Source: an optimization exercise on an open RTL-to-GDS flow (aim: small area). Production flows keep margins and buffers that such runs may drop.
Function was checked by simulation only, so behaviour that the tests miss may differ from the original.

==> inputs of exp/garnet <==
==> flow/design.v <==
package xdma_pkg;
  localparam int unsigned XdmaAddrWidth = 64;
  localparam logic [1:0] AxiBurstFixed = 2'b00;
  localparam logic [1:0] AxiBurstIncr  = 2'b01;
  localparam logic [1:0] AxiBurstWrap  = 2'b10;
  localparam logic [1:0] AxiRespOkay   = 2'b00;
  localparam logic [1:0] AxiRespExokay = 2'b01;
  localparam logic [1:0] AxiRespSlverr = 2'b10;
  localparam logic [1:0] AxiRespDecerr = 2'b11;
  typedef struct packed {
    logic [XdmaAddrWidth-1:0] addr;
    logic [7:0]               len;
  } ar_desc_t;
  typedef struct packed {
    logic [7:0] len;
    logic       last;
  } r_desc_t;
  function automatic logic [2:0] axi_size(input int unsigned data_width);
    axi_size = $clog2(data_width / 8);
  endfunction
endpackage
module fifo_v3 #(
  parameter int unsigned DEPTH = 4,
  parameter int unsigned WIDTH = 1
) (
  input  logic clk_i,
  input  logic rst_ni,
  output logic full_o,
  output logic empty_o,
  input  logic [WIDTH-1:0] data_i,
  input  logic push_i,
  output logic [WIDTH-1:0] data_o,
  input  logic pop_i
);
  localparam int unsigned AddrW = (DEPTH > 1) ? $clog2(DEPTH) : 1;
  localparam int unsigned CntW  = $clog2(DEPTH + 1);
  logic [WIDTH-1:0] mem_q [DEPTH];
  logic [WIDTH-1:0] mem_d [DEPTH];
  logic [AddrW-1:0] wr_ptr_q, wr_ptr_d;
  logic [AddrW-1:0] rd_ptr_q, rd_ptr_d;
  logic [CntW-1:0]  cnt_q, cnt_d;
  logic             do_push, do_pop;
  assign full_o  = (cnt_q == CntW'(DEPTH));
  assign empty_o = (cnt_q == '0);
  assign do_push = push_i && !full_o;
  assign do_pop  = pop_i && !empty_o;
  assign data_o  = mem_q[rd_ptr_q];
  always_comb begin
    for (int unsigned i = 0; i < DEPTH; i++) mem_d[i] = mem_q[i];
    wr_ptr_d = wr_ptr_q;
    rd_ptr_d = rd_ptr_q;
    cnt_d    = cnt_q;
    if (do_push) begin
      mem_d[wr_ptr_q] = data_i;
      wr_ptr_d = (wr_ptr_q == AddrW'(DEPTH - 1)) ? '0 : wr_ptr_q + AddrW'(1);
    end
    if (do_pop) begin
      rd_ptr_d = (rd_ptr_q == AddrW'(DEPTH - 1)) ? '0 : rd_ptr_q + AddrW'(1);
    end
    case ({do_push, do_pop})
      2'b10:   cnt_d = cnt_q + CntW'(1);
      2'b01:   cnt_d = cnt_q - CntW'(1);
      default: cnt_d = cnt_q;
    endcase
  end
  always_ff @(posedge clk_i or negedge rst_ni) begin
    if (!rst_ni) begin
      for (int unsigned i = 0; i < DEPTH; i++) mem_q[i] <= '0;
      wr_ptr_q <= '0;
      rd_ptr_q <= '0;
      cnt_q    <= '0;
    end else begin
      for (int unsigned i = 0; i < DEPTH; i++) mem_q[i] <= mem_d[i];
      wr_ptr_q <= wr_ptr_d;
      rd_ptr_q <= rd_ptr_d;
      cnt_q    <= cnt_d;
    end
  end
endmodule
module xdma_read_skid_buffer #(
  parameter int unsigned DataWidth = 512
) (
  input  logic                 clk_i,
  input  logic                 rst_ni,
  input  logic [DataWidth-1:0] in_data_i,
  input  logic                 in_tag_i,
  input  logic                 in_valid_i,
  output logic                 full_o,
  output logic [DataWidth-1:0] out_data_o,
  output logic                 out_tag_o,
  output logic                 out_valid_o,
  input  logic                 out_ready_i
);
  logic [DataWidth-1:0] data_q [2];
  logic [DataWidth-1:0] data_d [2];
  logic [1:0]           tag_q, tag_d;
  logic                 wr_ptr_q, wr_ptr_d;
  logic                 rd_ptr_q, rd_ptr_d;
  logic [1:0]           count_q, count_d;
  logic                 push, pop;
  assign full_o      = (count_q == 2'd2);
  assign out_valid_o = (count_q != 2'd0);
  assign out_data_o  = data_q[rd_ptr_q];
  assign out_tag_o   = tag_q[rd_ptr_q];
  assign push        = in_valid_i && !full_o;
  assign pop         = out_valid_o && out_ready_i;
  always_comb begin
    data_d[0] = data_q[0];
    data_d[1] = data_q[1];
    tag_d    = tag_q;
    wr_ptr_d = wr_ptr_q;
    rd_ptr_d = rd_ptr_q;
    count_d  = count_q;
    if (push) begin
      data_d[wr_ptr_q] = in_data_i;
      tag_d[wr_ptr_q]  = in_tag_i;
      wr_ptr_d         = !wr_ptr_q;
    end
    if (pop) begin
      rd_ptr_d = !rd_ptr_q;
    end
    case ({push, pop})
      2'b10:   count_d = count_q + 2'd1;
      2'b01:   count_d = count_q - 2'd1;
      default: count_d = count_q;
    endcase
  end
  always_ff @(posedge clk_i or negedge rst_ni) begin
    if (!rst_ni) begin
      data_q[0] <= '0;
      data_q[1] <= '0;
      tag_q    <= '0;
      wr_ptr_q <= 1'b0;
      rd_ptr_q <= 1'b0;
      count_q  <= 2'd0;
    end else begin
      data_q[0] <= data_d[0];
      data_q[1] <= data_d[1];
      tag_q    <= tag_d;
      wr_ptr_q <= wr_ptr_d;
      rd_ptr_q <= rd_ptr_d;
      count_q  <= count_d;
    end
  end
endmodule
module xdma_read_data_mover #(
  parameter int unsigned DataWidth    = 512,
  parameter int unsigned AddrWidth    = 48,
  parameter int unsigned AxiIdWidth   = 4,
  parameter int unsigned ReqFifoDepth = 4
) (
  input  logic                  clk_i,
  input  logic                  rst_ni,
  input  logic [AddrWidth-1:0]  rd_addr_i,
  input  logic [7:0]            rd_len_i,
  input  logic                  rd_last_i,
  input  logic                  rd_valid_i,
  output logic                  rd_ready_o,
  output logic [AxiIdWidth-1:0] ar_id_o,
  output logic [AddrWidth-1:0]  ar_addr_o,
  output logic [7:0]            ar_len_o,
  output logic [2:0]            ar_size_o,
  output logic [1:0]            ar_burst_o,
  output logic                  ar_valid_o,
  input  logic                  ar_ready_i,
  input  logic [DataWidth-1:0]  r_data_i,
  input  logic [1:0]            r_resp_i,
  input  logic                  r_last_i,
  input  logic                  r_valid_i,
  output logic                  r_ready_o,
  output logic [DataWidth-1:0]  data_o,
  output logic                  data_valid_o,
  input  logic                  data_ready_i,
  output logic                  trans_complete_o,
  output logic                  error_o
);
  localparam logic [2:0] ArSize = xdma_pkg::axi_size(DataWidth);
  logic [AddrWidth-1:0] slot_addr_q [4];
  logic [7:0]           slot_len_q  [4];
  logic                 slot_last_q [4];
  logic [2:0]           wp_q, ap_q, rp_q;
  logic                 full, ar_full, r_full, ar_empty, r_empty;
  logic                 req_accept, ar_pop, r_hs, last_beat, r_done;
  logic [7:0]           r_len;
  logic                 r_last_desc;
  logic [7:0]           beat_cnt_q;
  assign r_full     = (wp_q[1:0] == rp_q[1:0]) && (wp_q[2] != rp_q[2]);
  assign ar_full    = (wp_q[1:0] == ap_q[1:0]) && (wp_q[2] != ap_q[2]);
  assign full       = r_full || ar_full;
  assign r_empty    = (wp_q == rp_q);
  assign ar_empty   = (wp_q == ap_q);
  assign rd_ready_o = !full;
  assign req_accept = rd_valid_i && !full;
  always_ff @(posedge clk_i) begin
    for (int i = 0; i < 4; i++) begin
      if (!full && (wp_q[1:0] == 2'(i))) begin
        slot_addr_q[i] <= rd_addr_i;
        slot_len_q[i]  <= rd_len_i;
        slot_last_q[i] <= rd_last_i;
      end
    end
  end
  assign ar_id_o    = '0;
  assign ar_addr_o  = slot_addr_q[ap_q[1:0]];
  assign ar_len_o   = slot_len_q[ap_q[1:0]];
  assign ar_size_o  = ArSize;
  assign ar_burst_o = xdma_pkg::AxiBurstIncr;
  assign ar_valid_o = !ar_empty;
  assign ar_pop     = !ar_empty && ar_ready_i;
  logic [DataWidth-1:0] head_q, tail_q;
  logic                 head_tag_q, tail_tag_q;
  logic                 valid_q, two_q;
  logic                 pop, in_tag, ld_in, ld_tail;
  assign r_len       = slot_len_q[rp_q[1:0]];
  assign r_last_desc = slot_last_q[rp_q[1:0]];
  assign last_beat   = (beat_cnt_q == r_len);
  assign in_tag      = r_last_desc && last_beat;
  assign r_ready_o = !r_empty && !two_q;
  assign r_hs      = r_valid_i && r_ready_o;
  assign r_done    = r_hs && last_beat;
  assign data_valid_o = valid_q;
  assign data_o       = head_q;
  assign pop          = valid_q && data_ready_i;
  assign ld_tail = two_q && pop;
  assign ld_in   = !two_q && (!valid_q || pop);
  logic                 hold;
  logic [DataWidth-1:0] head_d;
  logic                 head_tag_d;
  assign hold       = !(ld_in || ld_tail);
  assign head_d     = ({DataWidth{ld_in}} & r_data_i) | ({DataWidth{ld_tail}} & tail_q) |
                      ({DataWidth{hold}} & head_q);
  assign head_tag_d = (ld_in & in_tag) | (ld_tail & tail_tag_q) | (hold & head_tag_q);
  always_ff @(posedge clk_i) begin
    if (!two_q) begin
      tail_q     <= r_data_i;
      tail_tag_q <= in_tag;
    end
    head_q     <= head_d;
    head_tag_q <= head_tag_d;
  end
  always_ff @(posedge clk_i or negedge rst_ni) begin
    if (!rst_ni) begin
      wp_q             <= 3'd0;
      ap_q             <= 3'd0;
      rp_q             <= 3'd0;
      beat_cnt_q       <= 8'd0;
      valid_q          <= 1'b0;
      two_q            <= 1'b0;
      error_o          <= 1'b0;
      trans_complete_o <= 1'b0;
    end else begin
      if (req_accept) wp_q <= wp_q + 3'd1;
      if (ar_pop)     ap_q <= ap_q + 3'd1;
      if (r_done)     rp_q <= rp_q + 3'd1;
      if (r_hs) begin
        beat_cnt_q <= last_beat ? 8'd0 : beat_cnt_q + 8'd1;
        if (r_resp_i[1] || (r_last_i != last_beat)) error_o <= 1'b1;
      end
      if (r_hs && !pop) begin
        valid_q <= 1'b1;
        two_q   <= valid_q;
      end else if (pop && !r_hs) begin
        valid_q <= two_q;
        two_q   <= 1'b0;
      end
      trans_complete_o <= pop && head_tag_q;
    end
  end
endmodule
==> flow/flow/run.sh <==
#!/bin/bash
# Standard layout with two changes:
#  - the port buffers buffer_ports inserts are the smallest buffer
#    (sky130_fd_sc_hd__buf_1) rather than the cell it picks by default;
#    repair_design still resizes any that need more drive;
#  - after floorplanning, OpenROAD's restructure re-maps the combinational
#    logic for area (flow/restructure.tcl).
set -euo pipefail
bash standard.sh "BUFFER_PORTS_ARGS=-buffer_cell sky130_fd_sc_hd__buf_1" \
  "POST_FLOORPLAN_TCL=$PWD/flow/restructure.tcl" finish > standard_flow.log 2>&1
==> flow/flow/restructure.tcl <==
# POST_FLOORPLAN hook: area-oriented re-mapping of the combinational logic
# (registers are left as synthesis made them).
report_design_area
restructure -target area \
  -liberty_file [lindex $::env(LIB_FILES) 0] \
  -tielo_port sky130_fd_sc_hd__conb_1/LO \
  -tiehi_port sky130_fd_sc_hd__conb_1/HI \
  -work_dir $::env(OBJECTS_DIR) \
  -abc_logfile $::env(LOG_DIR)/2_1_restructure_abc.log
report_design_area
==> flow/standard.sh <==
#!/bin/bash
# synth_recipe.tcl (not shown) runs the flow's synth.tcl, then flattens the netlist and writes it again
# the make line also repeats each setting of config.mk as NAME=value (left out here)
make -C /OpenROAD-flow-scripts/flow DESIGN_CONFIG=/design/flow/config.mk WORK_HOME=/design/flow/orfs CLKGATE_MAP_FILE= SYNTH_SCRIPT=/design/flow/synth_recipe.tcl "${@:-finish}"
==> flow/config.mk <==
export PLATFORM = sky130hd
export DESIGN_NAME = xdma_read_data_mover
export DESIGN_NICKNAME = xdma_read_data_mover
export VERILOG_FILES = /design/flow/design.v
export SDC_FILE = /design/flow/constraint.sdc
export NUM_CORES = 4
export LEC_CHECK = 0
export ABC_AREA = 1
export CAP_MARGIN = 20
export CORE_MARGIN = 2
export CORE_UTILIZATION = 40
export CTS_CLUSTER_DIAMETER = 100
export CTS_CLUSTER_SIZE = 25
export SLEW_MARGIN = 20
==> flow/constraint.sdc <==
create_clock -name core_clock -period 5.0 [get_ports {clk_i}]
set_input_delay 1.0000 -clock core_clock [delete_from_list [all_inputs] [get_ports {clk_i}]]
set_output_delay 1.0000 -clock core_clock [all_outputs]
set_load 0.01 [all_outputs]
==> inputs of exp/umber, as changes to exp/garnet <==
--- a/flow/design.v
+++ b/flow/design.v
@@ -180,12 +180,10 @@
   logic                 slot_last_q [4];
   logic [2:0]           wp_q, ap_q, rp_q;
-  logic                 full, ar_full, r_full, ar_empty, r_empty;
+  logic                 full, ar_empty, r_empty;
   logic                 req_accept, ar_pop, r_hs, last_beat, r_done;
   logic [7:0]           r_len;
   logic                 r_last_desc;
   logic [7:0]           beat_cnt_q;
-  assign r_full     = (wp_q[1:0] == rp_q[1:0]) && (wp_q[2] != rp_q[2]);
-  assign ar_full    = (wp_q[1:0] == ap_q[1:0]) && (wp_q[2] != ap_q[2]);
-  assign full       = r_full || ar_full;
+  assign full       = (wp_q[1:0] == rp_q[1:0]) && (wp_q[2] != rp_q[2]);
   assign r_empty    = (wp_q == rp_q);
   assign ar_empty   = (wp_q == ap_q);
Settings changed: CORE_UTILIZATION 40 to 60, CTS_CLUSTER_SIZE 25 to 20.
==> results.py <==
metrics = {
    "detailed_routing": {
        "highest_layer": "met5",
        "wl_per_cell_um": 30.68,
    },
    "floorplanning": {
        "start_util_pct": 40.38,
        "n_tap_cell": 1512,
        "ioPinCount": 1161,
    },
    "synth": {
        "synth_commonest_cells": "nand2_1, edfxtp_1, inv_1, dfxtp_1, o211ai_1",
        "synthDominantCellAreaShare_pct": 48.12,
    },
    "critical_path": {
        "cp-end-kind": "output port",
    },
    "status": {
        "status": "finished clean",
    },
    "sta": {
        "rsz0062_at_grt": "no",
    },
    "cells_and_area": {
        "seq_cells": 1275,
        "nonClkBufAreaFrac_pct": 9.427,
        "final_cells": 5550,
    },
    "power_and_ir_drop": {
        "vdd.ir_drop.worst_v": 0.0004843,
    },
}
The numbers above come from exp/garnet.

==> results.py <==
metrics = {
    "status": {
        "status": "stopped before the end",
        "stop_stage": "I/O pin placement",
        "firstError": "[ERROR PPL-0024] Number of IO pins (1161) exceeds maximum number of available positions (1014). Increase the die perimeter from 1126.98um to 1578.96um.",
    },
    "synth": {
        "synth.most_common_cell": "nand2_1",
        "ys_top_cells_by_area": "edfxtp_1, dfxtp_1, nand2_1, o211ai_1, inv_1",
        "syn_avg_cell_area_um2": 11.54,
        "synth_edf_count": 741,
        "synth_commonest_cells": "nand2_1, edfxtp_1, inv_1, dfxtp_1, o211ai_1",
    },
    "floorplanning": {
        "start_util_pct": 60.74,
    },
}
The numbers above come from exp/umber.

[re-timing with driven ports]
Ports are ideal in the flow. The routed layout listed here was re-timed in OpenROAD. Step 1, drivers: a clkbuf_16 drives clk_i and a buf_2 each remaining input, both assumed. Step 2 moves the port delays by t, midway between the first and last clock arrival at a register: inputs arrive t later, outputs are due t later. That takes back most of the time a late clock gives input paths. Three values: ideal, step 1, step 2; two values: the first two.
run: exp/garnet
shift t [ns]: 0.756
setup WS [ns]: 0.983 / 0.907 / 1.412
latest minus earliest clock arrival (ns): 0.023 / 0.023
After both steps setup and hold are still met in exp/garnet. The setup slack of exp/garnet moves by -0.076 ns with the drivers and by +0.429 ns with both steps.
